This is an optimization exercise on Yosys and OpenROAD, whose aim is small area, a short achievable clock period and few clock cycles per item, not a production implementation. Only simulation tests tie the RTL to the original design; equivalence was not proved. Power and IR drop assume default switching activity.

===== flow/run.sh =====
#!/bin/bash
# synth_recipe.tcl (not shown) runs the flow's synth.tcl, then flattens the netlist and writes it again
# the make line also repeats each setting of config.mk as NAME=value (left out here)
make -C /OpenROAD-flow-scripts/flow DESIGN_CONFIG=/design/flow/config.mk WORK_HOME=/design/flow/orfs CLKGATE_MAP_FILE= SYNTH_SCRIPT=/design/flow/synth_recipe.tcl finish

===== flow/config.mk =====
export PLATFORM = sky130hd
export DESIGN_NAME = linear_chirp_period_generator
export DESIGN_NICKNAME = linear_chirp_period_generator
export VERILOG_FILES = /design/flow/design.v
export SDC_FILE = /design/flow/constraint.sdc
export NUM_CORES = 4
export LEC_CHECK = 0
export CAP_MARGIN = 20
export CORE_MARGIN = 2
export CORE_UTILIZATION = 40
export SETUP_SLACK_MARGIN = 3.0
export SLEW_MARGIN = 20

===== flow/constraint.sdc =====
create_clock -name core_clock -period 7.0 [get_ports {clk}]
set_input_delay 1.4000 -clock core_clock [delete_from_list [all_inputs] [get_ports {clk}]]
set_output_delay 1.4000 -clock core_clock [all_outputs]
set_load 0.01 [all_outputs]

===== flow/design.v =====
`timescale 1ns / 1ps
package lcpg_pkg;
  localparam int FREQ_W   = 20;
  localparam int DUR_W    = 19;
  localparam int IDX_W    = 16;
  localparam int STEPS_W  = 17;
  localparam int RELOAD_W = 16;
  localparam int FREQ_MIN_HZ     = 4000;
  localparam int FREQ_MAX_HZ     = 500000;
  localparam int DURATION_MIN_US = 100;
  localparam int STEPS_MAX       = 65536;
  localparam int SLOPE_Q_W = $clog2(FREQ_MAX_HZ / DURATION_MIN_US + 1);
  localparam int START_FREQ_RST = 10000;
  localparam int STOP_FREQ_RST  = 200000;
  localparam int DURATION_RST   = 1000;
  localparam int CFG_IDX_W = 2;
  typedef logic [CFG_IDX_W-1:0] cfg_idx_t;
  localparam cfg_idx_t CFG_START_FREQ = 2'd0;
  localparam cfg_idx_t CFG_STOP_FREQ  = 2'd1;
  localparam cfg_idx_t CFG_DURATION   = 2'd2;
  typedef enum logic [2:0] {
    ST_IDLE,
    ST_DIV,
    ST_MUL,
    ST_RLD,
    ST_PUSH
  } state_t;
endpackage
`timescale 1ns / 1ps
module lcpg_div #(
  parameter int W = 21
) (
  input  logic [W-1:0] a,
  input  logic [W-1:0] b,
  output logic [W-1:0] d,
  output logic         ge
);
  localparam int LV = $clog2(W);
  logic [W-1:0] g, p;
  logic [W-1:0] gl [0:LV];
  logic [W-1:0] pl [0:LV];
  assign g = a & ~b;
  assign p = ~(a ^ b);
  assign gl[0] = {g[W-1:1], g[0] | p[0]};
  assign pl[0] = {p[W-1:1], 1'b0};
  genvar l, i;
  generate
    for (l = 0; l < LV; l++) begin : g_lv
      for (i = 0; i < W; i++) begin : g_bit
        if (((i >> l) & 1) == 1) begin : g_op
          localparam int J = ((i >> l) << l) - 1;
          assign gl[l+1][i] = gl[l][i] | (pl[l][i] & gl[l][J]);
          assign pl[l+1][i] = pl[l][i] & pl[l][J];
        end else begin : g_pass
          assign gl[l+1][i] = gl[l][i];
          assign pl[l+1][i] = pl[l][i];
        end
      end
    end
  endgenerate
  assign d  = {p[W-1:1] ^ gl[LV][W-2:0], ~p[0]};
  assign ge = gl[LV][W-1];
endmodule
`timescale 1ns / 1ps
import lcpg_pkg::*;
module lcpg_mul (
  input  logic                        clk,
  input  logic                        rst_n,
  input  logic                        start,
  input  logic [lcpg_pkg::FREQ_W-1:0] mcand,
  input  logic [lcpg_pkg::IDX_W-1:0]  mplier,
  output logic [lcpg_pkg::FREQ_W-1:0] product,
  output logic                        done
);
  localparam int CNT_W = $clog2(IDX_W);
  logic [FREQ_W-1:0] mcand_r;
  logic [FREQ_W-1:0] acc_r, acc_nxt;
  logic [IDX_W-1:0]  mpl_r;
  logic [CNT_W-1:0]  cnt_r;
  logic              busy_r;
  logic              done_r;
  always_comb begin
    acc_nxt = {acc_r[FREQ_W-2:0], 1'b0} + (mpl_r[IDX_W-1] ? mcand_r : '0);
  end
  always_ff @(posedge clk) begin
    if (start) begin
      mcand_r <= mcand;
      mpl_r   <= mplier;
      acc_r   <= '0;
      cnt_r   <= '0;
    end else if (busy_r) begin
      acc_r   <= acc_nxt;
      mpl_r   <= {mpl_r[IDX_W-2:0], 1'b0};
      cnt_r   <= cnt_r + CNT_W'(1);
    end
  end
  always_ff @(posedge clk) begin
    if (!rst_n) begin
      busy_r <= 1'b0;
      done_r <= 1'b0;
    end else begin
      done_r <= busy_r && (cnt_r == CNT_W'(IDX_W - 1));
      if (start) begin
        busy_r <= 1'b1;
      end else if (busy_r && (cnt_r == CNT_W'(IDX_W - 1))) begin
        busy_r <= 1'b0;
      end
    end
  end
  assign product = acc_r;
  assign done    = done_r;
endmodule
`timescale 1ns / 1ps
import lcpg_pkg::*;
module linear_chirp_period_generator #(
  parameter int TIMER_CLOCK_HZ = 168000000,
  parameter int STEP_US        = 10
) (
  input  logic                          clk,
  input  logic                          rst_n,
  input  logic                          cfg_we,
  input  lcpg_pkg::cfg_idx_t            cfg_index,
  input  logic [lcpg_pkg::FREQ_W-1:0]   cfg_data,
  input  logic                          in_valid,
  output logic                          in_stall,
  input  logic                          in_restart,
  output logic                          out_valid,
  input  logic                          out_stall,
  output logic [lcpg_pkg::RELOAD_W-1:0] out_reload_value,
  output logic [lcpg_pkg::RELOAD_W-2:0] out_compare_value,
  output logic [lcpg_pkg::IDX_W-1:0]    out_step_number,
  output logic                          out_last_step
);
  localparam int NQ   = 16;
  localparam int ND   = NQ / 2;
  localparam int CK_W = $clog2(TIMER_CLOCK_HZ + 1);
  localparam logic [CK_W-1:0] CK = CK_W'(TIMER_CLOCK_HZ);
  localparam int F3_W = FREQ_W + 2;
  localparam int SQ   = 14;
  localparam int SU_N = SQ / 2;
  localparam int G_W  = DUR_W;
  localparam int C_LOAD = 1;
  localparam int C_DIV0 = 2;
  localparam int C_HRN  = C_DIV0 + SU_N;
  localparam int C_FIN  = C_HRN + 1;
  localparam logic [FREQ_W-1:0] FMIN = FREQ_W'(FREQ_MIN_HZ);
  localparam logic [FREQ_W-1:0] FMAX = FREQ_W'(FREQ_MAX_HZ);
  function automatic int rem_w(input int i);
    rem_w = FREQ_W;
    for (int b = FREQ_W; b >= 1; b--) begin
      if ((TIMER_CLOCK_HZ >> i) < (1 << b)) rem_w = b;
    end
  endfunction
  logic [FREQ_W-1:0] start_freq_r;
  logic [FREQ_W-1:0] stop_freq_r;
  logic [DUR_W-1:0]  duration_r;
  logic              su_busy_r;
  logic [4:0]        su_cnt_r;
  logic [IDX_W-1:0]  i_r;            
  logic [FREQ_W-1:0] x_r;            
  logic [F3_W-1:0]   x3_r;           
  logic [G_W+1:0]    d3_r;           
  logic [FREQ_W-1:0] lo_r;           
  logic [F3_W-1:0]   lo3_r;          
  logic [FREQ_W-1:0] hi_r;           
  logic [FREQ_W-1:0] f_r;            
  logic [IDX_W-1:0]  delta_r;        
  logic [G_W-1:0]    g_r;            
  logic              z_r;            
  logic              w_r;            
  logic [1:0]        pq_cnt_r;
  logic              pq0_r, pq1_r;   
  logic              o_v_r, k_v_r;
  logic [NQ-1:0]     o_q_r, k_q_r;
  logic              o_l_r, k_l_r;
  logic              k_z_r;
  logic [IDX_W-1:0]  step_r;         
  logic              consume;
  logic              in_accept;
  logic              ring_r;
  logic              recirc;
  logic              ex_write, o_free, ok_full;
  logic [IDX_W-1:0]  step_inc;
  logic [IDX_W-1:0]  cur_i;
  logic              s_gt_p;
  logic [FREQ_W-1:0] s_lo, p_lo, s_hi, p_hi;
  logic [FREQ_W-1:0] lo_c, hi_c, diff_c;
  logic [FREQ_W:0]   df_t;
  logic [DUR_W-1:0]  dur_c;
  always_comb begin
    s_gt_p = start_freq_r > stop_freq_r;
    s_lo   = (start_freq_r <= FMIN) ? FMIN : start_freq_r;
    p_lo   = (stop_freq_r  <= FMIN) ? FMIN : stop_freq_r;
    s_hi   = (start_freq_r >= FMAX) ? FMAX : start_freq_r;
    p_hi   = (stop_freq_r  >= FMAX) ? FMAX : stop_freq_r;
    lo_c   = s_gt_p ? p_lo : s_lo;
    hi_c   = s_gt_p ? s_hi : p_hi;
    df_t   = {1'b0, hi_r} - {1'b0, lo_r};
    diff_c = df_t[FREQ_W] ? '0 : df_t[FREQ_W-1:0];
    dur_c  = (duration_r <= DUR_W'(DURATION_MIN_US)) ? DUR_W'(DURATION_MIN_US)
                                                     : duration_r;
  end
  always_ff @(posedge clk) begin
    if (!rst_n) begin
      start_freq_r <= FREQ_W'(START_FREQ_RST);
      stop_freq_r  <= FREQ_W'(STOP_FREQ_RST);
      duration_r   <= DUR_W'(DURATION_RST);
    end else begin
      if (cfg_we && (cfg_index == CFG_START_FREQ)) start_freq_r <= cfg_data;
      if (cfg_we && (cfg_index == CFG_STOP_FREQ))  stop_freq_r  <= cfg_data;
      duration_r <= (cfg_we && (cfg_index == CFG_DURATION)) ? cfg_data[DUR_W-1:0] : dur_c;
    end
  end
  always_ff @(posedge clk) begin
    lo_r  <= lo_c;
    lo3_r <= F3_W'(lo_r) * F3_W'(3);
    hi_r <= hi_c;
    i_r  <= cur_i;
    x_r  <= FREQ_W'(i_r) * FREQ_W'(STEP_US);
    x3_r <= F3_W'(x_r) * F3_W'(3);
    d3_r <= (G_W+2)'(duration_r) * (G_W+2)'(3);
  end
  assign step_inc = step_r + IDX_W'(1);
  assign cur_i    = z_r ? '0 : step_inc;
  logic [G_W+2:0]    sd_t;
  logic [G_W+2:0]    sd_d1, sd_d2, sd_d3;
  logic              sd_ge1, sd_ge2, sd_ge3, sd_ge3_raw;
  logic [G_W-1:0]    sd_rn;
  logic [1:0]        sd_q;
  logic [FREQ_W-1:0] hz_a0, hz_a1, hz_a2, hz_a3, hz_acc;
  logic [G_W+1:0]    g_fin;
  assign sd_t = {1'b0, g_r, delta_r[SQ-1:SQ-2]};
  lcpg_div #(.W(G_W + 3)) u_sd1 (.a(sd_t), .b((G_W+3)'(duration_r)),       .d(sd_d1), .ge(sd_ge1));
  lcpg_div #(.W(G_W + 3)) u_sd2 (.a(sd_t), .b((G_W+3)'({duration_r, 1'b0})), .d(sd_d2), .ge(sd_ge2));
  lcpg_div #(.W(G_W + 3)) u_sd3 (.a(sd_t), .b((G_W+3)'(d3_r)),             .d(sd_d3), .ge(sd_ge3_raw));
  assign sd_ge3 = sd_ge3_raw && (su_cnt_r != 5'(C_DIV0));
  always_comb begin
    sd_rn = ({G_W{!sd_ge1}}          & sd_t[G_W-1:0])  |
            ({G_W{sd_ge1 & !sd_ge2}} & sd_d1[G_W-1:0]) |
            ({G_W{sd_ge2 & !sd_ge3}} & sd_d2[G_W-1:0]) |
            ({G_W{sd_ge3}}           & sd_d3[G_W-1:0]);
    sd_q  = {sd_ge2, sd_ge3 | (sd_ge1 & ~sd_ge2)};
    hz_a0  = {f_r[FREQ_W-3:0], 2'b00};
    hz_a1  = hz_a0 + x_r;
    hz_a2  = hz_a0 + {x_r[FREQ_W-2:0], 1'b0};
    hz_a3  = hz_a0 + FREQ_W'(x3_r);
    hz_acc = ({FREQ_W{delta_r[1:0] == 2'd0}} & hz_a0) |
             ({FREQ_W{delta_r[1:0] == 2'd1}} & hz_a1) |
             ({FREQ_W{delta_r[1:0] == 2'd2}} & hz_a2) |
             ({FREQ_W{delta_r[1:0] == 2'd3}} & hz_a3);
    g_fin  = (G_W+2)'(duration_r) - (G_W+2)'(x_r);
  end
  always_ff @(posedge clk) begin
    if (!rst_n) begin
      su_busy_r <= 1'b1;
      su_cnt_r  <= '0;
    end else if (cfg_we) begin
      su_busy_r <= 1'b1;
      su_cnt_r  <= (cfg_index == CFG_DURATION) ? 5'(C_LOAD) : 5'd0;
    end else if (su_busy_r) begin
      su_cnt_r <= su_cnt_r + 5'd1;
      if (su_cnt_r == 5'(C_FIN)) su_busy_r <= 1'b0;
    end
  end
  logic              zero_b, last_b;
  logic [FREQ_W-1:0] f_b;
  logic [F3_W-1:0]   f3_f, f3_b;
  logic [FREQ_W-1:0] f_nx, f_nx0, f_nx1;
  logic [G_W-1:0]    g_nx, g_nx0, g_nx1;
  always_comb begin
    zero_b = pq0_r || z_r || w_r;
    f_b    = zero_b ? lo_r : f_r;
    f3_f   = F3_W'(f_r) + F3_W'({f_r, 1'b0});
    f3_b   = ({F3_W{!zero_b}} & f3_f) | ({F3_W{zero_b}} & lo3_r);
    last_b = !zero_b && (g_r < G_W'(2 * STEP_US));
    f_nx0  = f_r + FREQ_W'(delta_r);
    f_nx1  = lo_r + FREQ_W'(delta_r);
    g_nx0  = g_r - G_W'(STEP_US);
    g_nx1  = duration_r - G_W'(STEP_US);
    f_nx   = ({FREQ_W{!zero_b}} & f_nx0) | ({FREQ_W{zero_b}} & f_nx1);
    g_nx   = ({G_W{!zero_b}}    & g_nx0) | ({G_W{zero_b}}    & g_nx1);
  end
  always_ff @(posedge clk) begin
    if (!rst_n) begin
      z_r <= 1'b1;
      w_r <= 1'b0;
    end else if (su_busy_r) begin
      if (su_cnt_r == 5'(C_FIN)) begin
        w_r <= g_fin[G_W+1] || (g_fin < (G_W+2)'(STEP_US));
      end
    end else if (consume) begin
      z_r <= last_b;
      w_r <= 1'b0;
    end
  end
  always_ff @(posedge clk) begin
    if (su_busy_r) begin
      if (su_cnt_r == 5'(C_LOAD)) begin
        g_r     <= G_W'(diff_c >> SQ);
        delta_r <= IDX_W'(diff_c[SQ-1:0]);
        f_r     <= '0;
      end else if (su_cnt_r == 5'(C_HRN)) begin
        f_r     <= hz_acc;
        delta_r <= IDX_W'(delta_r[SQ-1:0]) * IDX_W'(STEP_US);
      end else if (su_cnt_r == 5'(C_FIN)) begin
        f_r     <= lo_r + f_r;
        g_r     <= g_fin[G_W-1:0];
      end else if (su_cnt_r != 5'd0) begin
        g_r     <= sd_rn;
        delta_r <= {delta_r[IDX_W-3:0], sd_q};
        f_r     <= (su_cnt_r == 5'(C_DIV0)) ? '0 : hz_acc;
      end
    end else if (consume) begin
      f_r <= f_nx;
      g_r <= g_nx;
    end
  end
  assign in_stall  = pq_cnt_r[1];
  assign in_accept = in_valid && !pq_cnt_r[1];
  assign consume   = (pq_cnt_r != 2'd0) && !su_busy_r && !recirc && !ring_r;
  always_ff @(posedge clk) begin
    if (!rst_n) begin
      pq_cnt_r <= 2'd0;
    end else begin
      pq_cnt_r <= pq_cnt_r + 2'(in_accept) - 2'(consume);
    end
  end
  always_ff @(posedge clk) begin
    if (consume) begin
      pq0_r <= (pq_cnt_r == 2'd2) ? pq1_r : in_restart;
    end else if (in_accept && (pq_cnt_r == 2'd0)) begin
      pq0_r <= in_restart;
    end
    if (in_accept) begin
      pq1_r <= in_restart;
    end
  end
  logic [FREQ_W-1:0] dv_r  [0:ND];
  logic [FREQ_W-1:0] dv_f  [0:ND];
  logic [F3_W-1:0]   dv_f3 [0:ND];
  logic [NQ-1:0]     dv_q  [0:ND];
  logic              dv_v  [0:ND];
  logic              dv_z  [0:ND];
  logic              dv_l  [0:ND];
  logic              dv_h  [0:ND];
  assign dv_r[0]  = FREQ_W'(TIMER_CLOCK_HZ >> NQ);
  assign dv_q[0]  = '0;
  assign dv_f[0]  = recirc ? dv_f[ND] : f_b;
  assign dv_f3[0] = recirc ? dv_f3[ND] : f3_b;
  assign dv_v[0]  = recirc || consume;
  assign dv_z[0]  = recirc ? dv_z[ND] : zero_b;
  assign dv_l[0]  = recirc ? dv_l[ND] : last_b;
  assign dv_h[0]  = recirc && (!ring_r || dv_h[ND]);
  genvar k;
  generate
    for (k = 0; k < ND; k++) begin : g_stage
      localparam int BI = NQ - 1 - 2 * k;
      localparam int RW = rem_w(BI - 1);
      logic [F3_W-1:0]   t;
      logic [F3_W-1:0]   d1, d2, d3;
      logic              ge1, ge2, ge3;
      logic [FREQ_W-1:0] rn;
      logic [NQ-1:0]     qn;
      assign t = {dv_r[k], CK[BI], CK[BI-1]};
      lcpg_div #(.W(F3_W)) u_s1 (.a(t), .b(F3_W'(dv_f[k])),         .d(d1), .ge(ge1));
      lcpg_div #(.W(F3_W)) u_s2 (.a(t), .b(F3_W'({dv_f[k], 1'b0})), .d(d2), .ge(ge2));
      if (k == 0) begin : g_d3
        assign d3  = '0;
        assign ge3 = 1'b0;
      end else begin : g_d3
        lcpg_div #(.W(F3_W)) u_s3 (.a(t), .b(dv_f3[k]), .d(d3), .ge(ge3));
      end
      always_comb begin
        rn = FREQ_W'(RW'(({F3_W{!ge1}}        & t)  |
                         ({F3_W{ge1 & !ge2}}  & d1) |
                         ({F3_W{ge2 & !ge3}}  & d2) |
                         ({F3_W{ge3}}         & d3)));
        qn = {dv_q[k][NQ-3:0], ge2, ge3 | (ge1 & ~ge2)};
      end
      if (k < ND - 1) begin : g_reg
        logic [FREQ_W-1:0] r_q;
        logic [FREQ_W-1:0] f_q;
        logic [F3_W-1:0]   f3_q;
        logic [NQ-1:0]     q_q;
        logic              v_q, z_q, l_q, h_q;
        always_ff @(posedge clk) begin
          if (!rst_n) begin
            v_q <= 1'b0;
          end else begin
            v_q <= dv_v[k];
          end
        end
        always_ff @(posedge clk) begin
          r_q  <= rn;
          f_q  <= dv_f[k];
          f3_q <= dv_f3[k];
          q_q  <= qn;
          z_q  <= dv_z[k];
          l_q  <= dv_l[k];
          h_q  <= dv_h[k];
        end
        assign dv_r[k+1]  = r_q;
        assign dv_f[k+1]  = f_q;
        assign dv_f3[k+1] = f3_q;
        assign dv_q[k+1]  = q_q;
        assign dv_v[k+1]  = v_q;
        assign dv_z[k+1]  = z_q;
        assign dv_l[k+1]  = l_q;
        assign dv_h[k+1]  = h_q;
      end else begin : g_wire
        assign dv_r[k+1]  = rn;
        assign dv_f[k+1]  = dv_f[k];
        assign dv_f3[k+1] = dv_f3[k];
        assign dv_q[k+1]  = qn;
        assign dv_v[k+1]  = dv_v[k];
        assign dv_z[k+1]  = dv_z[k];
        assign dv_l[k+1]  = dv_l[k];
        assign dv_h[k+1]  = dv_h[k];
      end
    end
  endgenerate
  assign ok_full  = o_v_r && k_v_r;
  assign recirc   = dv_v[ND] && (ok_full || (ring_r && !dv_h[ND]));
  assign ex_write = dv_v[ND] && !recirc;
  always_ff @(posedge clk) begin
    if (!rst_n) begin
      ring_r <= 1'b0;
    end else if (ring_r) begin
      if (dv_v[ND] && dv_h[ND] && !ok_full) ring_r <= 1'b0;
    end else begin
      ring_r <= recirc;
    end
  end
  logic              o_load;
  logic              k_load;
  logic              src_z;
  assign o_free = !o_v_r || !out_stall;
  assign o_load = o_free && (k_v_r || ex_write);
  assign k_load = ex_write && !(o_free && !k_v_r);
  assign src_z  = k_v_r ? k_z_r : dv_z[ND];
  always_ff @(posedge clk) begin
    if (!rst_n) begin
      o_v_r <= 1'b0;
      k_v_r <= 1'b0;
    end else if (o_free) begin
      o_v_r <= k_v_r || ex_write;
      k_v_r <= k_v_r && ex_write;
    end else begin
      k_v_r <= k_v_r || ex_write;
    end
  end
  always_ff @(posedge clk) begin
    if (o_load) begin
      o_q_r  <= k_v_r ? k_q_r : dv_q[ND];
      o_l_r  <= k_v_r ? k_l_r : dv_l[ND];
      step_r <= src_z ? '0 : step_inc;
    end
    if (k_load) begin
      k_q_r <= dv_q[ND];
      k_l_r <= dv_l[ND];
      k_z_r <= dv_z[ND];
    end
  end
  assign out_valid         = o_v_r;
  assign out_reload_value  = o_q_r;
  assign out_compare_value = o_q_r[NQ-1:1];
  assign out_step_number   = step_r;
  assign out_last_step     = o_l_r;
endmodule

==> flow_summary.toml, run 1 <==
[pwr]
power.leakage_nw = 26.85
power_density_mw_per_mm2 = 428.7
total_power_mw = 26.71
ir_drop_v = 0.0002142

[final_layout]
syn_to_final_growth_pct = 11.52
regArea_mm2 = 0.01756
layout_commonest_cell = "ha_1"
drive_above_1_share_pct = 6.106
multi_input_comb_area_mm2 = 0.03585
layout_common_cells = "ha_1 (776), dfxtp_1 (712), inv_1 (520), nand2_1 (426), nor2_1 (358)"
fillers = 13460
design_area_mm2 = 0.06231
nets = 7138

[global_route]
grt_pass1_vias = 44230
overflow = 0
grt_max_degree = 77
grt_pass1_wl_mm = 267.7
grt_antenna_before_repair = 2
grt_use_total_pct = 24.41

[clocking]
cts_num_sinks = 823
cts_buffer_depth = 3
htreeDepth = 3
cts_buffers = 92
clock_latency_ps = 730
cts_tree = "yes"
root_buffer = "clkbuf_16"
clkTransAtPathRegs_ps = 60

[floorplanning]
die_area_mm2 = 0.1427
core_area_mm2 = 0.1390
io_pins = 78
fp-row-count = 137
start_util_pct = 40.19
die_y_um = 377.8
dieWidth_um = 377.8

[flow_run]
drv_cap = 0

[synthesis]
synth-edff-count = 108
netlist_area_mm2 = 0.05588
async_reset_ff_share_pct = 0
ys.flop_type = "dfxtp_1"
ys_types = 111
yosys_register_bits = 823
ys_warn_count = 20
syn_area_per_cell_um2 = 9.083
synth-seq-area-share_pct = 31.42
syn_nets = 7048
synthCells = 6152

[timing]
rsz0062_at_grt = "false"
finalMaxSlewViolations = 0
slew_headroom_pct = 25.09
finalWorstSetupSlack_ps = 3096
min_period_ps = 3904
setup_viol = 0
tns_ps = 0
min_period_over_period_pct = 55.77
tightest_slew_ps = 1095
timing.fmax_ghz = 0.2562
skew_ps = 45.97
finalHoldViolations = 0

[route]
avgRoutedWirePerCell_um = 21.69
vias = 46210
dr.pass1.iters = 7
drt_iter0_drc = 3220
drc_errors = 0
wl_mm = 177.9
viasPerCell = 5.634
ant_nets = 0

[setup_path]
worstPathCellList = "buf_4, ha_1, inv_1, fa_1, nor2b_1, o21a_1, a22o_1, o41a_1, a41oi_1, a211oi_1, mux2i_1, a211oi_1, o31ai_1"
cp_top_family = "compound AO/OA/AOI/OAI gates"
crit_top_cell = "a211oi_1"
worstSetupPathType = "reg2reg"
slowest_stage = "a211oi_1"
worstSetupEndpointType = "flip-flop"
crit_path_start_kind = "flip-flop"
crit_buf_inv = 2
worst-endpoint-arrival_ps = 4330
critPathRequiredTime_ps = 7430
slowest_delay_ps = 480
critical_path_peak_fanout = 37

[placed_design]
place_area_mm2 = 0.05873
gp_congestion = 0.9482
dp_hpwl_mm = 142.5
post-place-ws_ps = 2684
portBuffers = 77

[outcome]
outcome = "finished clean"

[hold_path]
min_path_type = "reg2reg"
## cells in the mapped netlist (17+ instances only)
cell type | instances | area [um^2]
nand2_1 | 428 | 1607
or4_1 | 19 | 142.6
nor3_1 | 163 | 815.8
inv_1 | 522 | 1959
nand2b_1 | 71 | 444.2
mux2_2 | 36 | 405.4
a211o_1 | 32 | 280.3
o211ai_1 | 67 | 503.0
a21oi_1 | 357 | 1787
edfxtp_1 | 108 | 3243
dfxtp_1 | 715 | 14310
a221o_1 | 22 | 220.2
xnor2_1 | 285 | 2496
o21ai_1 | 28 | 140.1
fa_1 | 92 | 1842
o31ai_1 | 31 | 232.7
o21a_1 | 82 | 615.6
o21bai_1 | 44 | 330.3
a211oi_1 | 79 | 593.1
and2_1 | 34 | 212.7
a21o_1 | 168 | 1261
mux2i_1 | 25 | 250.2
and3_1 | 61 | 381.6
a22o_1 | 31 | 271.5
xor2_1 | 204 | 1787
buf_4 | 18 | 135.1
nor2_1 | 361 | 1355
a22oi_1 | 54 | 405.4
clkbuf_1 | 108 | 405.4
or2_2 | 32 | 200.2
o22ai_1 | 46 | 287.8
a21boi_0 | 41 | 307.8
o21ai_0 | 240 | 1201
o31a_1 | 17 | 148.9
a31oi_1 | 73 | 456.7
o311ai_0 | 25 | 219.0
nand3_1 | 137 | 685.7
nand4_1 | 39 | 244.0
nor2b_1 | 93 | 581.8
nor4_1 | 36 | 225.2
ha_1 | 776 | 9709
or3_1 | 52 | 325.3
## logic make-up (layout without fill, tap and decap cells)
| kind of cell | after synthesis | after routing | synth area share, % |
|---|---|---|---|
| AO/OA/AOI/OAI | 1635 | 1635 | 19.94 |
| XOR/XNOR | 489 | 489 | 7.665 |
| adder cells (fa/ha/maj) | 868 | 868 | 20.67 |
| buffers and inverters | 676 | 846 | 4.767 |
| flip-flops | 823 | 823 | 31.42 |
| multiplexers | 75 | 75 | 1.702 |
| other | 1 | 4 | 0.006711 |
| AND/OR/NAND/NOR | 1585 | 1585 | 13.82 |
## timing repair
action	4_1_cts	5_1_grt
setup buffers	4	18
setup endpoints to repair	24	42
resized for setup	13	23
hold buffers	0	0
cloned	0	1
pin swaps	0	4
## final timing paths
path / start / endpoint / slack, ps / depth (start not counted)
worst min-delay path: dv_q[5][7] / dv_q[6][9] / 300 / 0
worst min register to register: dv_q[5][7] / dv_q[6][9] / 300 / 0
worst max register to register: delta_r[0] / f_r[18] / 3100 / 13
worst max-delay path: delta_r[0] / f_r[18] / 3100 / 13
## layer usage
metal | routed length (um) | track usage (%) | part of all wire, %
met2 | 79740 | 39.32 | 45
met1 | 80130 | 32.93 | 45
met4 | 8126 | 10.03 | 4.6
met5 | 0 | 0 | 0
met3 | 9874 | 3.064 | 5.6
## sequential cells by signal (all words and copies together) (netlist names), 18 cells and up, named ones only
name                cells
stop_freq_r            20
x_r                    19
x3_r                   19
d3_r                   21
f_r                    20
g_stage.g_reg.f3_q    154
duration_r             19
g_stage.g_reg.r_q      80
hi_r                   20
g_stage.g_reg.f_q     140
lo_r                   20
lo3_r                  22
dv_r                   48
start_freq_r           20
dv_q                   56
g_r                    18
## metrics by stage
stage	hold WS (ps)	utilization, %	std cells
2_1_floorplan	309.6	-	6152
3_3_place_gp	309.8	42.24	8001
3_5_place_dp	312.1	42.24	8001
4_1_cts	298.5	44.64	8179
5_1_grt	300.3	44.82	8198
6_report	300.6	44.82	8201
## final cells by class
| type | instances | area share, % |
|---|---|---|
| Inverter | 528 | 3.193 |
| Clock buffer | 128 | 4.369 |
| Clock inverter | 46 | 0.8413 |
| Multi-Input combinational cell | 4653 | 57.53 |
| Sequential cell | 823 | 28.18 |
| Tap cell | 1876 | 3.767 |
| Timing Repair Buffer | 144 | 2.104 |
| Antenna cell | 3 | 0.01205 |
## power by group
part | internal (mW) | total, mW | switching [mW] | leakage (nW)
Combinational | 6.18 | 14.2 | 8.01 | 18.3
Sequential | 5.93 | 7.41 | 1.48 | 6.92
Clock | 2.95 | 5.11 | 2.16 | 1.60
Testbench counts, summed over its fixed seeds: cycles 4,032, items 2,688.
==> run 2, diff against run 1 <==
--- a/flow/config.mk
+++ b/flow/config.mk
@@ -10,3 +10,3 @@
 export CORE_UTILIZATION = 40
-export SETUP_SLACK_MARGIN = 3.0
+export SETUP_SLACK_MARGIN = 3.2
 export SLEW_MARGIN = 20
==> run 2 against run 1 <==
Compared with the run above: still clean on timing, DRC and antenna; final cell count rose by 0.23%; cell area rose by 0.51%; core utilization rose by 0.23 points; clock power barely moved; worst setup slack improved by 230 ps; register-to-register slack improved by 230 ps; non-clock buffer count rose by 16; worst hold slack barely moved; first-iteration DRC count rose by 8.0%; critical path type unchanged.
==> flow_summary.toml, run 2 <==
[global_route]
grt_pass1_vias = 44270
grt_pass1_wl_mm = 268.0
grt_max_degree = 77
overflow = 0
grt_antenna_before_repair = 1
grt_use_total_pct = 24.44

[hold_path]
min_path_type = "reg2reg"
hold_depth = 0

[clocking]
root_buffer = "clkbuf_16"
cts_num_sinks = 823
cts-hold-fix-buffers = 0
cts_buffer_depth = 3
cts_buffers = 92
cts_tree = "yes"
clock_latency_ps = 720
clkTransAtPathRegs_ps = 70
htreeDepth = 3

[timing]
tightest_slew_ps = 1063
setup_viol = 0
min_period_ps = 3671
finalHoldViolations = 0
timing.fmax_ghz = 0.2724
rsz0062_at_grt = "true"
slew_headroom_pct = 28.84
finalMaxSlewViolations = 0
skew_ps = 46.92
min_period_over_period_pct = 52.44
tns_ps = 0
finalWorstSetupSlack_ps = 3329

[setup_path]
crit_path_start_kind = "flip-flop"
worstPathCellList = "inv_1, ha_1, o211ai_1, nor2_1, o21ai_0, o21ai_1, a31oi_1, o31a_1, inv_2, o311ai_0"
crit_buf_inv = 2
slowest_stage = "o311ai_0"
reg2reg_depth = 10
cp_top_family = "compound AO/OA/AOI/OAI gates"
ff2ff_setup_slack_ps = 3330
slowest_delay_ps = 730
critPathRequiredTime_ps = 7530
worst-endpoint-arrival_ps = 4200
critical_path_peak_fanout = 25
critical_path_cell_count = 10
worstSetupPathType = "reg2reg"
worstSetupEndpointType = "flip-flop"

[synthesis]
synthMuxAreaShare_pct = 1.702
synth_area_leader_cell = "dfxtp_1"
ys_warn_count = 20
ys.flop_type = "dfxtp_1"
synth.most_common_cell = "ha_1"
synthTopCellsByCount = "ha_1 (776), dfxtp_1 (715), inv_1 (522)"
synth-seq-area-share_pct = 31.42
synth_area_leaders = "dfxtp_1 (26%), ha_1 (17%), edfxtp_1 (5.8%), xnor2_1 (4.5%), inv_1 (3.5%)"
synth_top_family_by_area = "adder cells"
yosys.area_share.xor_xnor_pct = 7.665
synthCells = 6152
ys_types = 111
async_reset_ff_share_pct = 0
yosys_register_bits = 823
synth-edff-count = 108
yosys.area_share.simple_pct = 13.82
synth_fa_ha_area_share_pct = 20.67
netlist_area_mm2 = 0.05588
yosysTopAreaCellShare_pct = 25.62
synth_compound_area_share_pct = 19.94
syn_area_per_cell_um2 = 9.083
syn_nets = 7048

[final_layout]
largest_reg_flops = 154
nets = 7155
largest_registers = "g_stage.g_reg.f3_q x154, g_stage.g_reg.f_q x140, g_stage.g_reg.r_q x80"
drive_above_1_share_pct = 6.957
syn_to_final_growth_pct = 12.08
layout_common_cells = "ha_1 (776), dfxtp_1 (703), inv_1 (515), nand2_1 (426), nor2_1 (358)"
regMostFlops = "g_stage.g_reg.f3_q"
layout_commonest_cell = "ha_1"

[placed_design]
dp_hpwl_mm = 142.5
gp_congestion = 0.9482
portBuffers = 77
post-place-ws_ps = 2684

[flow_run]
drv_cap = 0

[route]
drt_iter0_drc = 3479
wl_mm = 179.0
vias = 46490
ant_nets = 0
avgRoutedWirePerCell_um = 21.77
dr.pass1.iters = 6
viasPerCell = 5.656
drc_errors = 0

[outcome]
outcome = "finished clean"

[floorplanning]
core_area_mm2 = 0.1390
die_y_um = 377.8
die_area_mm2 = 0.1427
dieWidth_um = 377.8
fp-row-count = 137
start_util_pct = 40.19
io_pins = 78

[pwr]
power_density_mw_per_mm2 = 428.8
power.leakage_nw = 26.96
ir_drop_v = 0.0002125
## run 2: changes by cell type in the layout (fill, tap and decap cells not counted), moves of 4 or more
cell	change
buf_4	+12
dfxtp_1	-9
dfxtp_2	+8
inv_1	-5
a2111oi_0	-4
clkinvlp_4	+4
## run 2: worst paths after layout
path                                              start                 endpoint
worst max register to register  g_stage[3].g_reg.f_q[6]  g_stage[4].g_reg.r_q[3]
worst max-delay path            g_stage[3].g_reg.f_q[6]  g_stage[4].g_reg.r_q[3]
worst min register to register               dv_q[5][7]               dv_q[6][9]
worst min-delay path                         dv_q[5][7]               dv_q[6][9]
## run 2: cells by family (layout without fill, tap and decap cells)
logic type	count (synthesis)	in the layout
compound gates	1635	1635
simple gates	1585	1586
fa+ha+maj	868	868
flops	823	823
buf+inv	676	862
xor+xnor	489	489
mux	75	75
other cells	1	6
## run 2: through the flow
step                      std cells  cell area [um^2]  hold slack (ps)  utilization, %  power, mW
after CTS                      8188             62180            298.5           44.73      26.61
after global routing           8215             62620            300.3           45.04      28.76
after detailed placement       8001             58730            312.1           42.24      21.30
after global placement         8001             58730            309.8           42.24      21.20
final                          8220             62630            300.4           45.05      26.86
after floorplan                6152             55880            309.6               -      17.38
## run 2: cell type report
type	instances	area, um^2
fill	13440	76390
clock buffer	128	2723
inverter	528	2004
tap	1876	2347
clock inverter	46	524.3
sequential	823	17570
antenna	5	12.51
multi-input combinational	4654	35990
timing repair buffer	160	1455
## run 2: what timing repair did
item | CTS | global route
buffers inserted | 13 | 25
cloned | 0 | 2
resized for setup | 29 | 55
setup endpoints to repair | 50 | 98
endpoints found under the hold margin | 0 | 0
pin swaps | 2 | 8
## run 2: report_power, final
group / leakage (nW) / switching, mW / internal (mW)
Clock: 1.60 / 2.16 / 2.95
Sequential: 6.92 / 1.46 / 5.93
Combinational: 18.4 / 8.09 / 6.26
Total: 27.0 / 11.7 / 15.1
## run 2: worst reg2reg max path, delay by kind of cell, from the launching register on
kind	cells	cell delay, ps
adder cells (fa/ha/maj)	1	340
AND/OR/NAND/NOR	1	50
flip-flops	1	480
buffers and inverters	2	460
AO/OA/AOI/OAI	6	2180
## run 2: routing by layer
| layer | GRT usage [%] | vias up | share of wire (%) |
|---|---|---|---|
| li1 | - | 22480 | - |
| met4 | 10.49 | 0 | 4.8 |
| met2 | 39.18 | 1432 | 45 |
| met5 | 0 | - | 0 |
| met3 | 3.050 | 332 | 5.5 |
| met1 | 32.98 | 22250 | 45 |
==> run 3, diff against run 2 <==
--- a/flow/config.mk
+++ b/flow/config.mk
@@ -10,3 +10,3 @@
 export CORE_UTILIZATION = 40
-export SETUP_SLACK_MARGIN = 3.2
+export SETUP_SLACK_MARGIN = 3.65
 export SLEW_MARGIN = 20
==> run 3 against run 2 <==
Compared with the run above: sequential power about the same; highest routed layer unchanged; die area is the same; critical path depth is 3 higher; clock-buffer cell count is 1 lower; synthesized area is the same; clock power grew 6.3%; combinational power grew 7%; still clean on timing, DRC and antenna; first-iteration DRC count down 5.1%; register-to-register slack better by 280 ps; final cell count increased by 1.4%; worst hold slack lost 13 ps; worst setup slack improved by 280 ps.
==> flow_summary.toml, run 3 <==
[synthesis]
synth_area_leader_cell = "dfxtp_1"
ys.flop_type = "dfxtp_1"
synth-seq-area-share_pct = 31.42
ys_types = 111
synthTopCellsByCount = "ha_1 (776), dfxtp_1 (715), inv_1 (522)"
synthCells = 6152
ys_warn_count = 20
yosys_register_bits = 823
async_reset_ff_share_pct = 0
synth.most_common_cell = "ha_1"
syn_nets = 7048
synth-edff-count = 108
synth_area_leaders = "dfxtp_1 (26%), ha_1 (17%), edfxtp_1 (5.8%), xnor2_1 (4.5%), inv_1 (3.5%)"
syn_area_per_cell_um2 = 9.083
netlist_area_mm2 = 0.05588
yosysTopAreaCellShare_pct = 25.62

[clocking]
cts_tree = "yes"
clkTransAtPathRegs_ps = 70
cts_buffers = 96
htreeDepth = 3
cts_buffer_depth = 3
cts_num_sinks = 823
root_buffer = "clkbuf_16"
clock_latency_ps = 740

[pwr]
comb_power_share_pct = 54.6
clock_power_share_pct = 19.2
ir_drop_v = 0.0002626
switchingPower_mw = 12.22
power_density_mw_per_mm2 = 432.8
swShare_pct = 43.27
power.leakage_nw = 27.76
internal_power_mw = 16.03
power_frac_seq_pct = 26.1

[route]
drt_iter0_drc = 3302
avgRoutedWirePerCell_um = 21.65
vias = 47090
drc_errors = 0
viasPerCell = 5.651
wl_mm = 180.4
dr.pass1.iters = 6
ant_nets = 0

[setup_path]
worst-endpoint-arrival_ps = 3870
r2r-start = "delta_r[12]"
cp_top_family = "compound AO/OA/AOI/OAI gates"
crit_path_start_kind = "flip-flop"
crit_start = "delta_r[12]"
worstSetupPathType = "reg2reg"
critPathRequiredTime_ps = 7470
worstPathCellList = "inv_2, ha_4, inv_2, fa_2, a211o_1, a21oi_4, a211oi_4, o21ai_4, nand2b_1, fa_2, a221o_1, a211oi_2, o22ai_1"
critical_path_peak_fanout = 3
crit_buf_inv = 2
slowest_delay_ps = 430
slowest_stage = "edfxtp_1"
worstSetupEndpointType = "flip-flop"

[global_route]
grt_use_total_pct = 24.57
grt_antenna_before_repair = 3
grt_pass1_vias = 45560
grt_max_degree = 76
grt_pass1_wl_mm = 270.7
overflow = 0

[final_layout]
fillers = 13240
largest_reg_flops = 154
nets = 7269
largest_registers = "g_stage.g_reg.f3_q x154, g_stage.g_reg.f_q x140, g_stage.g_reg.r_q x80"
regMostFlops = "g_stage.g_reg.f3_q"
layout_commonest_cell = "ha_1"
layout_common_cells = "ha_1 (750), dfxtp_1 (645), inv_1 (493), nand2_1 (423), nor2_1 (354)"
syn_to_final_growth_pct = 16.81
drive_above_1_share_pct = 12.83

[timing]
tns_ps = 0
finalHoldViolations = 0
min_period_over_period_pct = 48.46
skew_ps = 85.04
setup_viol = 0
min_period_ps = 3392
tightest_slew_ps = 1005
finalMaxSlewViolations = 0
hold_slack_ps = 287.6
rsz0062_at_grt = "true"
slew_headroom_pct = 32.74
timing.fmax_ghz = 0.2948

[outcome]
outcome = "finished clean"

[placed_design]
dp_hpwl_mm = 140.2
portBuffers = 77
gp_congestion = 0.9359

[floorplanning]
die_area_mm2 = 0.1427
dieWidth_um = 377.8
fp-row-count = 137
core_area_mm2 = 0.1390
die_y_um = 377.8
io_pins = 78
start_util_pct = 40.19

[hold_path]
min_path_type = "reg2reg"
holdCritStartpoint = "g_stage[0].g_reg.f_q[17]"

[flow_run]
drv_cap = 0
run 3: cell counts after synthesis:
Identical to the previous run, type by type.
run 3: path summary, 6_finish.rpt:
kind	to	slack (ps)	cells after the start
worst max register to register	g_r[16]	3610	13
worst max-delay path	g_r[16]	3610	13
worst min-delay path	g_stage[1].g_reg.f_q[17]	290	0
worst min register to register	g_stage[1].g_reg.f_q[17]	290	0
run 3: logic make-up after synthesis:
group	synth area share (%)
AOI/OAI and AO/OA	19.94
and+or+nand+nor	13.82
adders and majority gates	20.67
DFF	31.42
buffers and inverters	4.767
xor gates and xnor gates	7.665
muxes	1.702
other	0.006711
run 3: repair_timing:
action | in CTS | in global routing
hold endpoints to repair | 0 | 0
pin swaps | 50 | 104
resized for setup | 231 | 241
cloned | 6 | 1
setup endpoints to repair | 260 | 169
buffers inserted | 81 | 70
hold buffers | 0 | 0
run 3: layout make-up:
class | count | area, um^2 | share of cell area (%)
Antenna cell | 2 | 5.005 | 0.007668
Clock inverter | 53 | 698.2 | 1.070
Tap cell | 1876 | 2347 | 3.596
Inverter | 528 | 2047 | 3.136
Sequential cell | 823 | 17690 | 27.11
Timing Repair Buffer | 264 | 2308 | 3.537
Multi-Input combinational cell | 4660 | 37380 | 57.26
Clock buffer | 127 | 2795 | 4.282
run 3: metal layers:
metal / global-route usage (%) / wire, um / share of wire, % / vias up
met5: 0 / 0 / 0 / -
met4: 12.07 / 9758 / 5.4 / 0
li1: - / - / - / 22690
met3: 2.936 / 9929 / 5.5 / 369
met2: 39.98 / 81530 / 45 / 1447
met1: 32.18 / 79220 / 44 / 22590
run 3: power by group through the flow:
stage	Sequential (mW)	Clock, mW	Combinational (mW)
2_1_floorplan	6.70	0	10.7
3_3_place_gp	7.51	0	13.6
3_5_place_dp	7.51	0	13.7
4_1_cts	7.36	5.53	14.5
5_1_grt	7.47	5.73	17.0
6_report	7.38	5.43	15.4
run 3: metrics by stage:
stage / total power, mW / utilization, % / area [um^2] / worst slack, ps / std cells
finish: 28.25 / 46.95 / 65270 / 3608 / 8333
global route: 30.18 / 46.95 / 65270 / 3472 / 8331
CTS: 27.42 / 45.85 / 63750 / 3565 / 8260
detailed placement: 21.19 / 42.21 / 58690 / 2568 / 7993
global placement: 21.08 / 42.21 / 58690 / 2641 / 7993
floorplan: 17.39 / - / 55900 / 3657 / 6152
==> run 4, diff against run 3 <==
--- a/flow/design.v
+++ b/flow/design.v
@@ -158,3 +158,2 @@
   logic [4:0]        su_cnt_r;
-  logic [IDX_W-1:0]  i_r;            
   logic [FREQ_W-1:0] x_r;            
@@ -180,2 +179,4 @@
   logic              ring_r;
+  logic [2:0]        ring_cnt_r;     
+  logic              ring_head;
   logic              recirc;
@@ -217,5 +218,4 @@
     hi_r <= hi_c;
-    i_r  <= cur_i;
-    x_r  <= FREQ_W'(i_r) * FREQ_W'(STEP_US);
-    x3_r <= F3_W'(x_r) * F3_W'(3);
+    x_r  <= FREQ_W'(cur_i) * FREQ_W'(STEP_US);
+    x3_r <= F3_W'(cur_i) * F3_W'(3 * STEP_US);
     d3_r <= (G_W+2)'(duration_r) * (G_W+2)'(3);
@@ -344,3 +344,2 @@
   logic              dv_l  [0:ND];
-  logic              dv_h  [0:ND];
   assign dv_r[0]  = FREQ_W'(TIMER_CLOCK_HZ >> NQ);
@@ -352,3 +351,2 @@
   assign dv_l[0]  = recirc ? dv_l[ND] : last_b;
-  assign dv_h[0]  = recirc && (!ring_r || dv_h[ND]);
   genvar k;
@@ -384,3 +382,3 @@
         logic [NQ-1:0]     q_q;
-        logic              v_q, z_q, l_q, h_q;
+        logic              v_q, z_q, l_q;
         always_ff @(posedge clk) begin
@@ -399,3 +397,2 @@
           l_q  <= dv_l[k];
-          h_q  <= dv_h[k];
         end
@@ -408,3 +405,2 @@
         assign dv_l[k+1]  = l_q;
-        assign dv_h[k+1]  = h_q;
       end else begin : g_wire
@@ -417,3 +413,2 @@
         assign dv_l[k+1]  = dv_l[k];
-        assign dv_h[k+1]  = dv_h[k];
       end
@@ -421,5 +416,6 @@
   endgenerate
-  assign ok_full  = o_v_r && k_v_r;
-  assign recirc   = dv_v[ND] && (ok_full || (ring_r && !dv_h[ND]));
-  assign ex_write = dv_v[ND] && !recirc;
+  assign ok_full   = o_v_r && k_v_r;
+  assign ring_head = ring_r && (ring_cnt_r == 3'd0);
+  assign recirc    = dv_v[ND] && (ok_full || (ring_r && !ring_head));
+  assign ex_write  = dv_v[ND] && !recirc;
   always_ff @(posedge clk) begin
@@ -428,3 +424,3 @@
     end else if (ring_r) begin
-      if (dv_v[ND] && dv_h[ND] && !ok_full) ring_r <= 1'b0;
+      if (ring_head && !ok_full) ring_r <= 1'b0;
     end else begin
@@ -432,2 +428,9 @@
     end
+  end
+  always_ff @(posedge clk) begin
+    if (recirc && (!ring_r || ring_head)) begin
+      ring_cnt_r <= 3'(ND - 2);
+    end else begin
+      ring_cnt_r <= ring_cnt_r - 3'd1;
+    end
   end
--- a/flow/config.mk
+++ b/flow/config.mk
@@ -10,3 +10,3 @@
 export CORE_UTILIZATION = 40
-export SETUP_SLACK_MARGIN = 3.65
+export SETUP_SLACK_MARGIN = 3.5
 export SLEW_MARGIN = 20
==> run 4 against run 3 <==
Compared with the run above: still clean on timing, DRC and antenna; die area about the same; fmax decreased by 15%; final cell count increased by 1.7%; synthesized area about the same; core utilization increased by 0.66 points; global-route usage decreased by 0.25 points; sequential share of layout area decreased by 1.1 points; clock-buffer cell count decreased by 13; power increased by 0.10%; critical path depth increased by 5; cell area increased by 1.4%; critical endpoint is now x3_r[17]; highest routed layer is now met5.
==> flow_summary.toml, run 4 <==
[setup_path]
worstSetupPathType = "reg2reg"
ff2ff_setup_slack_ps = 2990
critPathRequiredTime_ps = 7610
reg2reg_depth = 18
worstPathCellList = "buf_6, nand3_4, xor2_2, or2_4, fa_1, inv_2, fa_1, ha_4, a21oi_2, o21bai_2, a21oi_2, o21ai_2, a41oi_2, a21oi_2, buf_4, a21o_1, a21oi_2, xnor2_1"
worstSetupEndpointType = "flip-flop"
crit_path_start_kind = "flip-flop"
crit_top_cell = "a21oi_2"
cp_top_family = "adder cells"
slowest_stage = "fa_1"
critical_path_cell_count = 18
crit_buf_inv = 3
critical_path_peak_fanout = 3
r2r-start = "step_r[0]"
slowest_delay_ps = 500
worst-endpoint-arrival_ps = 4620
r2r-end = "x3_r[17]"

[timing]
tightest_slew_ps = 1004
timing.fmax_ghz = 0.2491
slew_headroom_pct = 33.07
min_period_over_period_pct = 57.35
finalMaxSlewViolations = 0
skew_ps = 77.64
finalWorstSetupSlack_ps = 2986
tns_ps = 0
finalHoldViolations = 0
setup_viol = 0
min_period_ps = 4014
rsz0062_at_grt = "true"

[final_layout]
multi_input_comb_area_mm2 = 0.03789
regMostFlops = "g_stage.g_reg.f3_q"
drive_above_1_share_pct = 14.28
nets = 7436
fin_cells = 8472
largest_reg_flops = 154
layout_common_cells = "ha_1 (761), dfxtp_1 (638), inv_1 (537), a21oi_1 (384), nand2_1 (368)"
fillers = 13240
layout_commonest_cell = "ha_1"
syn_to_final_growth_pct = 18.50
fin_util_pct = 47.62
regArea_mm2 = 0.01724
largest_registers = "g_stage.g_reg.f3_q x154, g_stage.g_reg.f_q x140, g_stage.g_reg.r_q x80"

[clocking]
clock_latency_ps = 750
cts_tree = "yes"
cts_buffer_depth = 3
htreeDepth = 3
clkTransAtPathRegs_ps = 70
cts_num_sinks = 802
cts_buffers = 92
root_buffer = "clkbuf_16"
cts-hold-fix-buffers = 0

[synthesis]
ys_types = 114
synthTopCellsByCount = "ha_1 (782), dfxtp_1 (694), inv_1 (560)"
synth_area_leaders = "dfxtp_1 (25%), ha_1 (18%), edfxtp_1 (5.8%), xnor2_1 (5.1%), fa_1 (3.9%)"
syn_nets = 7122
netlist_area_mm2 = 0.05586
ys.flop_type = "dfxtp_1"
syn_area_per_cell_um2 = 9.005
synth-seq-area-share_pct = 30.68
ys_warn_count = 18
yosys_register_bits = 802
synth-edff-count = 108
yosysTopAreaCellShare_pct = 24.87
synth.most_common_cell = "ha_1"
async_reset_ff_share_pct = 0
synth_area_leader_cell = "dfxtp_1"
synthCells = 6203

[floorplanning]
dieWidth_um = 377.7
start_util_pct = 40.18
io_pins = 78
core_area_mm2 = 0.1390
die_area_mm2 = 0.1427
die_y_um = 377.7
fp-row-count = 137

[pwr]
power_density_mw_per_mm2 = 427.2
ir_drop_v = 0.0003136
power.leakage_nw = 28.39

[hold_path]
min_path_type = "reg2reg"
hold_end = "g_stage[5].g_reg.l_q"
holdCritStartpoint = "g_stage[4].g_reg.l_q"
hold_depth = 0

[global_route]
grt_max_degree = 52
grt_pass1_vias = 46310
grt_antenna_before_repair = 2
grt_pass1_wl_mm = 268.9
overflow = 0
grt_use_total_pct = 24.32

[route]
avgRoutedWirePerCell_um = 21.19
drt_iter0_drc = 3387
viasPerCell = 5.593
ant_nets = 0
wl_mm = 179.5
dr.pass1.iters = 6
drc_errors = 0
vias = 47380

[flow_run]
drv_cap = 0

[placed_design]
portBuffers = 77
dpl.cell_count = 8043
dp_hpwl_mm = 136.1
post-place-ws_ps = 2472
gp_congestion = 0.9415

[outcome]
outcome = "finished clean"
-- run 4: cell types whose count changed in the layout (fill, tap and decap cells not counted), moves of 21 or more --
cell	change
xor2_1	-31
xnor2_1	+34
buf_4	+72
o21ai_0	+21
a21boi_0	-34
nand2_1	-55
nand2b_1	+25
inv_1	+44
buf_6	+21
and3_1	-29
nand3_1	+50
a21oi_1	+58
o211ai_1	+35
-- run 4: worst max path at each step --
| stage | start | endpoint |
|---|---|---|
| 2_1_floorplan | step_r[0] | x3_r[18] |
| 3_3_place_gp | delta_r[12] | delta_r[0] |
| 3_5_place_dp | delta_r[12] | g_r[8] |
| 4_1_cts | step_r[0] | x3_r[18] |
| 5_1_grt | step_r[0] | x3_r[17] |
| 6_report | step_r[0] | x3_r[17] |
-- run 4: final cells by class --
cell class / count / share of cell area (%)
Antenna cell: 1 / 0.003780
Timing Repair Buffer: 369 / 5.013
Clock buffer: 114 / 3.869
Clock inverter: 58 / 1.049
Sequential cell: 802 / 26.04
Tap cell: 1876 / 3.546
Inverter: 562 / 3.244
Multi-Input combinational cell: 4690 / 57.24
-- run 4: kinds of logic after synthesis --
family / after synthesis / share of synthesized area (%)
compound gates: 1659 / 19.84
simple gates: 1568 / 13.73
fa+ha+maj: 893 / 21.46
flops: 802 / 30.68
buf+inv: 717 / 5.051
xor+xnor: 508 / 7.965
mux: 55 / 1.270
other cells: 1 / 0.006713
-- run 4: power breakdown --
group / switching [mW] / internal [mW] / leakage (nW)
Sequential: 1.42 / 5.84 / 6.75
Combinational: 8.58 / 7.31 / 20.0
Clock: 2.21 / 2.92 / 1.60
-- run 4: through the flow --
stage | power (mW) | area [um^2] | hold WS (ps)
floorplan | 17.42 | 56080 | 309.6
global placement | 20.93 | 58920 | 309.8
detailed placement | 21.16 | 58940 | 312.1
CTS | 27.21 | 64120 | 282.9
global route | 30.23 | 66190 | 295.1
finish | 28.28 | 66190 | 292.7
-- run 4: timing repair --
item,in CTS,in global routing
pin swaps,82,161
gates resized for setup,208,285
buffers inserted,129,113
cloned,8,6
endpoints found under the setup margin,221,212
-- run 4: layer usage --
metal  wire, um  global-route usage, %  vias up
met5          7                      0        -
met4       9902                  12.21        2
met3       9702                  3.342      451
met2      85840                  41.61     1437
met1      74080                  29.81    22550
li1           -                      -    22940
-- run 4: worst reg2reg max path: stages (launching register included) --
cell and delay [ps]:
edfxtp_1 450, buf_6 140, nand3_4 90, xor2_2 200, or2_4 280, fa_1 500
inv_2 40, fa_1 480, ha_4 280, a21oi_2 160, o21bai_2 110, a21oi_2 170
o21ai_2 100, a41oi_2 250, a21oi_2 100, buf_4 150, a21o_1 180, a21oi_2 140
xnor2_1 80
Testbench counts of run 4, summed over its fixed seeds: cycles 4,032, items 2,688.
==> run 5, diff against run 4 <==
--- a/flow/design.v
+++ b/flow/design.v
@@ -219,3 +219,3 @@
     x_r  <= FREQ_W'(cur_i) * FREQ_W'(STEP_US);
-    x3_r <= F3_W'(cur_i) * F3_W'(3 * STEP_US);
+    x3_r <= F3_W'(x_r) * F3_W'(3);
     d3_r <= (G_W+2)'(duration_r) * (G_W+2)'(3);
==> run 5 against run 4 <==
Compared with the run above: still clean; clock skew is 35 ps lower; final cell count is 3.6% lower; synthesized cell count is 2.3% lower; fmax is 10% higher; critical path type unchanged; largest cell class unchanged.
==> flow_summary.toml, run 5 <==
[setup_path]
crit_buf_inv = 1
cp_top_family = "compound AO/OA/AOI/OAI gates"
worstPathCellList = "buf_6, and3_4, xnor2_4, nor2_4, ha_4, ha_4, fa_2, a21o_1, a21oi_2, o21bai_1, a21oi_2, o21bai_2, a211oi_2, o21bai_1, a31o_2, a21oi_2, xnor2_1"
worst-endpoint-arrival_ps = 4290
worstSetupEndpointType = "flip-flop"
crit_path_start_kind = "flip-flop"
slowest_delay_ps = 450
critPathRequiredTime_ps = 7630
crit_top_cell = "a21oi_2"
worstSetupPathType = "reg2reg"
slowest_stage = "edfxtp_1"
critical_path_peak_fanout = 3

[final_layout]
syn_to_final_growth_pct = 15.77
fillers = 13000
drive_above_1_share_pct = 11.51
multi_input_comb_area_mm2 = 0.03663
largest_reg_flops = 154
layout_commonest_cell = "ha_1"
regArea_mm2 = 0.01722
largest_registers = "g_stage.g_reg.f3_q x154, g_stage.g_reg.f_q x140, g_stage.g_reg.r_q x80"
fin_cells = 8165
regMostFlops = "g_stage.g_reg.f3_q"
nets = 7193
layout_common_cells = "ha_1 (772), dfxtp_1 (662), inv_1 (510), nand2_1 (398), a21oi_1 (354)"
design_area_mm2 = 0.06394

[synthesis]
synth.most_common_cell = "ha_1"
ys_warn_count = 18
synth-edff-count = 108
synth_area_leaders = "dfxtp_1 (25%), ha_1 (18%), edfxtp_1 (5.9%), xnor2_1 (4.9%), inv_1 (3.6%)"
synth_area_leader_cell = "dfxtp_1"
syn_area_per_cell_um2 = 9.115
synthCells = 6059
yosys_register_bits = 803
async_reset_ff_share_pct = 0
syn_nets = 6957
netlist_area_mm2 = 0.05523
synth-seq-area-share_pct = 31.06
yosysTopAreaCellShare_pct = 25.19
ys_types = 112
synthTopCellsByCount = "ha_1 (778), dfxtp_1 (695), inv_1 (524)"
ys.flop_type = "dfxtp_1"

[clocking]
htreeDepth = 3
cts_buffers = 91
clkTransAtPathRegs_ps = 60
clock_latency_ps = 720
cts_buffer_depth = 3
cts_tree = "yes"
cts_num_sinks = 803
root_buffer = "clkbuf_16"

[global_route]
grt_pass1_wl_mm = 263.5
grt_antenna_before_repair = 8
met1_usage_pct = 30.36
grt_use_met2_pct = 40.56
grt_busiest_layer = "met2"
grt_max_degree = 76
grt_pass1_vias = 44930
met3_usage_pct = 2.923
overflow = 0
grt_use_total_pct = 23.99

[placed_design]
gp_congestion = 0.9407
dp_hpwl_mm = 135.0
dpl.cell_count = 7812
place_area_mm2 = 0.05789
portBuffers = 77
post-place-ws_ps = 2626

[timing]
skew_ps = 42.61
setup_viol = 0
finalWorstSetupSlack_ps = 3349
finalHoldViolations = 0
tightest_slew_ps = 1181
min_period_over_period_pct = 52.15
rsz0062_at_grt = "true"
finalMaxSlewViolations = 0
timing.fmax_ghz = 0.2739
min_period_ps = 3651
tns_ps = 0
slew_headroom_pct = 21.24

[floorplanning]
start_util_pct = 40.22
core_area_mm2 = 0.1373
fp-row-count = 136
die_y_um = 375.6
die_area_mm2 = 0.1411
io_pins = 78
dieWidth_um = 375.6

[route]
drt_iter0_drc = 3585
avgRoutedWirePerCell_um = 21.54
vias = 46040
ant_nets = 0
wl_mm = 175.9
dr.pass1.iters = 8
drc_errors = 0
viasPerCell = 5.639

[pwr]
total_power_mw = 27.40
power.leakage_nw = 27.75
ir_drop_v = 0.0002084
power_density_mw_per_mm2 = 428.5

[flow_run]
drv_cap = 0

[hold_path]
min_path_type = "reg2reg"

[outcome]
outcome = "finished clean"
[run 5: cells by family after synthesis]
kind of cell | Yosys count | share of synthesized area, %
flops | 803 | 31.06
other cells | 1 | 0.006790
compound gates | 1634 | 20.00
xor+xnor | 478 | 7.580
mux | 117 | 2.483
buf+inv | 682 | 4.857
fa+ha+maj | 870 | 20.96
simple gates | 1474 | 13.05
[run 5: through the flow]
| stage | hold WS [ps] | util (%) |
|---|---|---|
| final | 306.2 | 46.56 |
| after global routing | 322.0 | 46.56 |
| after CTS | 300.6 | 45.37 |
| after detailed placement | 312.1 | 42.16 |
| after global placement | 309.8 | 42.16 |
| after floorplan | 309.6 | - |
[run 5: area by class of cell]
type,instances,share of cell area (%)
well taps,1794,3.511
inverters,532,3.200
repair inverters,2,0.02348
diodes,1,0.003914
clock buffers,119,4.080
clock inverters,49,0.9315
flip-flops and latches,803,26.93
multi-input cells,4578,57.29
repair buffers,287,4.037
[run 5: worst paths after layout]
check / to / slack, ps / startpoint / cells past startpoint
max: x_r[18] / 3350 / step_r[0] / 17
min: dv_q[4][6] / 310 / dv_q[3][4] / 0
max reg2reg: x_r[18] / 3350 / step_r[0] / 17
min reg2reg: dv_q[4][6] / 310 / dv_q[3][4] / 0
[run 5: worst reg2reg max path, delay by kind of cell (launching register included)]
family          cells  cell delay [ps]
compound gates      9             1610
buf+inv             1              150
fa+ha+maj           3              770
flops               1              450
simple gates        2              330
xor+xnor            2              260
[run 5: per-layer routing]
| metal | part of all wire [%] | up-vias |
|---|---|---|
| met3 | 5.2 | 396 |
| met4 | 5.2 | 2 |
| met5 | 0.0074 | - |
| met1 | 42 | 22030 |
| li1 | - | 22260 |
| met2 | 47 | 1357 |
[run 5: power by group]
part	leakage (nW)	internal [mW]	total (mW)	switching [mW]
clock	1.57	2.96	5.10	2.15
sequential	6.77	5.80	7.30	1.50
combinational	19.4	6.79	15.0	8.21
total	27.8	15.6	27.4	11.8
[run 5: what timing repair did]
action                                  4_1_cts  5_1_grt
cloned                                        5        7
endpoints found under the setup margin      188      167
pin swaps                                    35       95
resized for setup                           135      205
endpoints found under the hold margin         0        0
setup buffers                                86       86
hold buffers                                  0        0
Testbench counts of run 5, summed over its fixed seeds: cycles 4,032, items 2,688.
==> run 6, diff against run 5 <==
--- a/flow/config.mk
+++ b/flow/config.mk
@@ -10,3 +10,3 @@
 export CORE_UTILIZATION = 40
-export SETUP_SLACK_MARGIN = 3.5
+export SETUP_SLACK_MARGIN = 3.65
 export SLEW_MARGIN = 20
==> run 6 against run 5 <==
Compared with the run above: largest cell class unchanged; flip-flop and latch count unchanged; sequential power about the same; synthesized area unchanged; die area unchanged; critical path type unchanged; still clean; fmax up 1.9%.
==> flow_summary.toml, run 6 <==
[setup_path]
crit_start = "g_r[3]"
ff2ff_setup_slack_ps = 3420
reg2reg_depth = 13
critical_path_peak_fanout = 5
r2r-start = "g_r[3]"
crit_path_start_kind = "flip-flop"
r2r-end = "g_r[10]"
worstPathCellList = "buf_4, ha_1, or4_4, o211ai_1, a221o_1, o21ai_4, a21oi_4, buf_12, nor2_4, buf_12, a22o_1, a2111oi_4, o22ai_1"
slowest_delay_ps = 500
worstSetupPathType = "reg2reg"
cp_top_family = "compound AO/OA/AOI/OAI gates"
critPathRequiredTime_ps = 7430
worstSetupEndpointType = "flip-flop"
crit_top_cell = "buf_12"
slowest_stage = "edfxtp_1"
crit_buf_inv = 3
worst-endpoint-arrival_ps = 4020

[synthesis]
ys.flop_type = "dfxtp_1"
syn_area_per_cell_um2 = 9.115
synth_top_family_by_area = "adder cells"
synth.most_common_cell = "ha_1"
ys_types = 112
syn_nets = 6957
yosys_register_bits = 803
synth_area_leader_cell = "dfxtp_1"
yosysTopAreaCellShare_pct = 25.19
yosys.area_share.xor_xnor_pct = 7.580
netlist_area_mm2 = 0.05523
yosys.area_share.simple_pct = 13.05
async_reset_ff_share_pct = 0
synthCells = 6059
synthTopCellsByCount = "ha_1 (778), dfxtp_1 (695), inv_1 (524)"
ys_warn_count = 18
synth_compound_area_share_pct = 20.00
synth-seq-area-share_pct = 31.06
synthMuxAreaShare_pct = 2.483
synth_fa_ha_area_share_pct = 20.96
synth-edff-count = 108
synth_area_leaders = "dfxtp_1 (25%), ha_1 (18%), edfxtp_1 (5.9%), xnor2_1 (4.9%), inv_1 (3.6%)"

[route]
drt_iter0_drc = 3528
dr.max_layer_used = "met4"
ant_nets = 0
vias = 46710
viasPerCell = 5.655
dr.pass1.iters = 8
wl_met3_mm = 9.089
wl_met1_mm = 75.15
wl_mm = 179.7
drc_errors = 0
avgRoutedWirePerCell_um = 21.75
wl_met2_mm = 84.64

[final_layout]
drive_above_1_share_pct = 14.10
layout_common_cells = "ha_1 (755), dfxtp_1 (653), inv_1 (507), nand2_1 (398), a21oi_1 (345)"
regMostFlops = "g_stage.g_reg.f3_q"
nets = 7283
fin_util_pct = 47.67
design_area_mm2 = 0.06546
syn_to_final_growth_pct = 18.52
largest_registers = "g_stage.g_reg.f3_q x154, g_stage.g_reg.f_q x140, g_stage.g_reg.r_q x80"
layout_commonest_cell = "ha_1"
largest_reg_flops = 154

[clocking]
cts-hold-fix-buffers = 0
cts_buffers = 91
cts_tree = "yes"
htreeDepth = 3
root_buffer = "clkbuf_16"
clkTransAtPathRegs_ps = 60
clock_latency_ps = 740
cts_num_sinks = 803
cts_buffer_depth = 3

[floorplanning]
core_area_mm2 = 0.1373
io_pins = 78
fp-row-count = 136
dieWidth_um = 375.6
die_area_mm2 = 0.1411
start_util_pct = 40.22
die_y_um = 375.6

[timing]
finalMaxSlewViolations = 0
tightest_slew_ps = 1177
timing.fmax_ghz = 0.2790
finalWorstSetupSlack_ps = 3416
min_period_ps = 3584
finalHoldViolations = 0
setup_viol = 0
min_period_over_period_pct = 51.20
tns_ps = 0
slew_headroom_pct = 21.51
rsz0062_at_grt = "true"
skew_ps = 41.95

[placed_design]
portBuffers = 77
place_area_mm2 = 0.05791
gp_congestion = 0.9443
dp_hpwl_mm = 135.6
post-place-ws_ps = 2730

[global_route]
grt_max_degree = 75
grt_pass1_vias = 45510
grt_use_total_pct = 24.48
overflow = 0
grt_pass1_wl_mm = 267.8
grt_antenna_before_repair = 5

[pwr]
ir_drop_v = 0.0002330
total_power_mw = 28.05
power.leakage_nw = 28.26
power_density_mw_per_mm2 = 428.5

[outcome]
outcome = "finished clean"

[hold_path]
hold_end = "dv_q[3][2]"
holdCritStartpoint = "dv_q[2][0]"
min_path_type = "reg2reg"
hold_depth = 0

[flow_run]
drv_cap = 0
run 6: cell counts after synthesis:
Identical to the previous run, type by type.
run 6: per-stage QoR:
stage               hold slack [ps]  cells
floorplan                     309.6   6059
global placement              310.0   7812
detailed placement            313.2   7812
CTS                           297.2   8131
global route                  315.9   8257
finish                        303.2   8261
run 6: power by group:
| part | total [mW] | switching [mW] | internal (mW) | leakage (nW) |
|---|---|---|---|---|
| sequential | 7.28 | 1.48 | 5.80 | 6.77 |
| clock | 5.04 | 2.17 | 2.87 | 1.52 |
| combinational | 15.7 | 8.48 | 7.24 | 20.0 |
run 6: how the worst max path moves through the flow:
stage,end,slack [ps],depth (start not counted)
after detailed placement,dv_r[1][7],2730,13
after global placement,dv_r[1][7],2820,12
after floorplan,g_r[16],3570,15
after global routing,g_r[16],3280,15
final,g_r[10],3420,13
after CTS,g_r[16],3480,15
run 6: cell families (layout without fill, tap and decap cells):
logic type                 after synthesis  after routing
AOI/OAI and AO/OA                     1634           1637
xor gates and xnor gates               478            478
and+or+nand+nor                       1474           1475
other                                    1              5
DFF                                    803            803
buffers and inverters                  682           1082
adders and majority gates              870            870
muxes                                  117            117
run 6: per-layer routing:
| metal | vias up | GRT usage, % |
|---|---|---|
| met3 | 448 | 2.745 |
| met1 | 22410 | 30.70 |
| li1 | 22470 | - |
| met2 | 1388 | 41.55 |
| met5 | - | 0 |
| met4 | 0 | 12.39 |
run 6: area by class of cell:
cell class / count / area, um^2
Fill cell: 12880 / 71860
Multi-Input combinational cell: 4578 / 37230
Sequential cell: 803 / 17250
Timing Repair Buffer: 378 / 3487
Clock buffer: 109 / 2427
Tap cell: 1794 / 2245
Inverter: 532 / 2056
Clock inverter: 62 / 753.2
Antenna cell: 4 / 10.01
Timing Repair inverter: 1 / 7.507
run 6: what timing repair did:
item / 4_1_cts / 5_1_grt
setup buffers: 139 / 121
pin swaps: 75 / 153
gates resized for setup: 252 / 243
cloned: 9 / 5
setup endpoints to repair: 230 / 222

## re-timing with driven ports
The results above use ideal ports. As a check the final layouts listed here were re-extracted and re-timed, cells and wires unchanged.
Step 1 sets driving cells, clkbuf_16 on the clock port and buf_2 on the other inputs (assumed; they add their load-dependent delay and slew).
Step 2, shift: input delay + t, output delay - t, t = (earliest + latest rising clock arrival at the registers) / 2. This alone moves slack from input paths to output paths.
Slacks: no drivers / after step 1 / after step 2; pairs: no drivers / after step 1.
run | t, ns | slack for setup (ns) | hold WS [ns] | worst data-port slew with drivers (ns)
run 1 | 0.780 | 3.096 / 3.096 / 2.948 | 0.301 / 0.301 / 0.301 | 0.08
run 2 | 0.778 | 3.329 / 3.329 / 2.945 | 0.300 / 0.300 / 0.300 | 0.08
run 3 | 0.766 | 3.608 / 3.608 / 3.431 | 0.288 / 0.288 / 0.288 | 0.05
run 4 | 0.784 | 2.986 / 2.986 / 2.986 | 0.293 / 0.293 / 0.293 | 0.05
run 5 | 0.784 | 3.349 / 3.349 / 3.349 | 0.306 / 0.306 / 0.306 | 0.06
run 6 | 0.795 | 3.416 / 3.416 / 3.416 | 0.303 / 0.303 / 0.303 | 0.07
After both steps setup and hold are still met in every run listed. For run 2, which loses most, drivers alone change the setup slack by 0.000 ns; drivers and shift together by -0.384 ns.
